This design comes from an exercise in tuning for small area, a short achievable clock period and few clock cycles on the open sky130 flow, not from production work.
Only simulation tests tie the RTL to the original design; equivalence was not proved.
Power figures rest on the tool's default switching activity, not on a simulated workload.

==> flow/design.v (excerpt) <==
module cache_top (
	input  logic                   clk,
	input  logic                   rst,
	input  logic                   ren,
	input  logic                   wen,
	input  cache_pkg::addr_t       addr,
	input  cache_pkg::word_t       din,
	input  cache_pkg::load_kind_t  load_kind,
	input  cache_pkg::store_kind_t store_kind,
	output logic                   cache_rdy,
	output cache_pkg::word_t       dout,
	output logic                   mem_ren,
	output logic                   mem_wen,
	output cache_pkg::addr_t       mem_addr,
	output cache_pkg::word_t       mem_din,
	input  cache_pkg::word_t       mem_dout
);
For scale: roughly 13000 cells after synthesis, about 5200 flip-flops, ~210 I/O pins, roughly 220000 sq um of cells after synthesis.
==> flow/config.mk <==
export PLATFORM = sky130hd
export DESIGN_NAME = cache_top
export DESIGN_NICKNAME = cache_top
export VERILOG_FILES = /design/flow/design.v
export SDC_FILE = /design/flow/constraint.sdc
export NUM_CORES = 4
export LEC_CHECK = 0
export CAP_MARGIN = 20
export CORE_MARGIN = 2
export CORE_UTILIZATION = 50
export CTS_CLUSTER_DIAMETER = 80
export CTS_CLUSTER_SIZE = 24
export SLEW_MARGIN = 20
==> flow/constraint.sdc <==
create_clock -name core_clock -period 10.0 [get_ports {clk}]
set_input_delay 2.0000 -clock core_clock [delete_from_list [all_inputs] [get_ports {clk}]]
set_output_delay 2.0000 -clock core_clock [all_outputs]
set_load 0.01 [all_outputs]
standard.sh (not shown) runs the stock make flow with config.mk's settings and CLKGATE_MAP_FILE= SYNTH_SCRIPT=/design/flow/synth_recipe.tcl, a recipe that flattens the netlist after the stock synthesis.
==> flow/flow/run.sh <==
#!/bin/bash
set -euo pipefail
bash standard.sh SETUP_SLACK_MARGIN=6.5 finish > standard_flow.log 2>&1
Testbench counts at the start, summed over its fixed seeds: cycles 398,879.
Rerun with:
Settings changed: CORE_UTILIZATION 50 to 40, CTS_CLUSTER_DIAMETER 80 to 100.
After rerunning: The new run completed without violations. Area after synthesis is unchanged. Power came out lower by 2.6%. Via count falls by 0.94%. Clock skew is higher by 0.033 ns. Hold slack loses 0.032 ns. Critical path depth is higher by 2. Sequential cell count is unchanged. Register-to-register slack loses 0.20 ns. Non-clock buffer count goes up by 140. Core utilization came out lower by 12 points. Final area falls by 0.78%.
Rerun with:
==> flow/flow/run.sh (replaced) <==
#!/bin/bash
set -euo pipefail
bash standard.sh SETUP_SLACK_MARGIN=6 cts > standard_flow_cts.log 2>&1
bash standard.sh SETUP_SLACK_MARGIN=7.2 finish > standard_flow_finish.log 2>&1
Result:
- The new run completed without violations
- global-route usage came out lower by 0.38 points
- total power goes up by 0.40%
- maximum frequency is higher by 1.8%
- worst setup slack is better by 0.081 ns
- cell area increases by 4.4%
- non-clock buffer count increases by 550
- count of clock-buffer cells in the layout went down by 20
- hold slack improves by 0.028 ns
- sequential cell count does not change
- final cell count goes up by 2.6%
Rerun with:
==> flow/flow/run.sh (replaced) <==
#!/bin/bash
set -euo pipefail
bash standard.sh SETUP_SLACK_MARGIN=6 cts > standard_flow_cts.log 2>&1
bash standard.sh SETUP_SLACK_MARGIN=6.6 finish > standard_flow_finish.log 2>&1
=>
- The changed run produced a clean layout
- final area shrinks by 4.2%
- clock-buffer cell count is unchanged
- power goes down by 2.1%
- hold slack is about the same
- setup slack got worse by 0.010 ns
- die area does not change
- wire length goes down by 7.6%
- first-iteration DRC count came out lower by 10%
- synthesized cell count does not change
- cell count came out lower by 2.5%

---

== the previous run ==
Another version of the RTL of cache_top (not shown whole).
Size: roughly 10000 cells after synthesis, roughly 5200 flip-flops, about 210 I/O pins, roughly 0.21 sq mm of cells after synthesis.
Settings: LEC_CHECK=0, CAP_MARGIN=20, CORE_MARGIN=2, CORE_UTILIZATION=40, CTS_CLUSTER_DIAMETER=100, CTS_CLUSTER_SIZE=24, SETUP_SLACK_MARGIN=5, SLEW_MARGIN=20; clock period 10.0 ns.
run.sh (not shown) runs the stock make flow with config.mk's settings and CLKGATE_MAP_FILE= SYNTH_SCRIPT=/design/flow/synth_recipe.tcl, a recipe that flattens the netlist after the stock synthesis.
Stock flow here: none of the scripts above is used.
Testbench counts of the previous run, summed over its fixed seeds: cycles 398,879.
Input changes introduced in the current run (baseline for comparison: the previous run):
- a deleted SETUP_SLACK_MARGIN that had been 5
==> flow/flow/run.sh (new file) <==
#!/bin/bash
# The standard layout (standard synthesis, placement, CTS, routing). The
# resizer aims for 5 ns of setup slack up to CTS, and for a little more in the
# repair after global routing, to leave room for the detailed routing's
# parasitics. Constraints and clock are unchanged.
set -euo pipefail
bash standard.sh SETUP_SLACK_MARGIN=5 cts > standard_flow_cts.log 2>&1
bash standard.sh SETUP_SLACK_MARGIN=5.4 finish > standard_flow_finish.log 2>&1
==> flow/standard.sh (new file) <==
#!/bin/bash
# synth_recipe.tcl (not shown) runs the flow's synth.tcl, then flattens the netlist and writes it again
# the make line also repeats each setting of config.mk as NAME=value (left out here)
make -C /OpenROAD-flow-scripts/flow DESIGN_CONFIG=/design/flow/config.mk WORK_HOME=/design/flow/orfs CLKGATE_MAP_FILE= SYNTH_SCRIPT=/design/flow/synth_recipe.tcl "${@:-finish}"
removed: flow/run.sh
Notes after the runs:
Between the previous run and the current run, the sequential standard cell area does not differ in any meaningful way. Against the previous run, the current run comes in 11 points higher on headroom to the max-slew limit. Re clock tree buffer depth: no difference whatsoever between the current run and the previous run. Cell area, the current run vs the previous run: up slightly. Routed wire in the current run totals more than in the previous run. The previous run → the current run: count of nets after finishing went up; total power went up.

-- port drivers added, routing unchanged --
Ports are ideal in the flow. The routed layouts listed here were re-timed in OpenROAD. Step 1, drivers: a clkbuf_16 drives clk and a buf_2 each remaining input, both assumed. Step 2 also shifts input and output timing later by t, the mid clock arrival at the registers, as if the neighbouring blocks saw the same clock. Slacks: ideal / step 1 / step 2; pairs: ideal / step 1.
run	t, ns	slack for setup (ns)	hold WS [ns]	clock arrival spread, ns	worst slew at a driven data input, ns
the first run of note 1	1.093	5.343 / 4.870 / 3.777	0.462 / 0.462 / 0.462	0.074 / 0.074	0.70
the second run of note 1	1.111	5.402 / 5.091 / 3.979	0.430 / 0.430 / 0.430	0.103 / 0.103	0.53
the third run of note 1	1.147	5.482 / 5.050 / 3.903	0.458 / 0.458 / 0.458	0.109 / 0.109	0.66
the fourth run of note 1	1.143	5.472 / 5.030 / 3.888	0.457 / 0.457 / 0.457	0.126 / 0.127	0.68
the previous run	1.094	4.871 / 4.422 / 3.328	0.452 / 0.452 / 0.452	0.114 / 0.114	0.64
the current run	1.102	4.862 / 4.345 / 3.243	0.458 / 0.458 / 0.458	0.120 / 0.120	0.70
After both steps setup and hold are still met in every run listed. The setup slack of the current run, which loses most, moves by -0.517 ns with the drivers and by -1.619 ns with both steps.
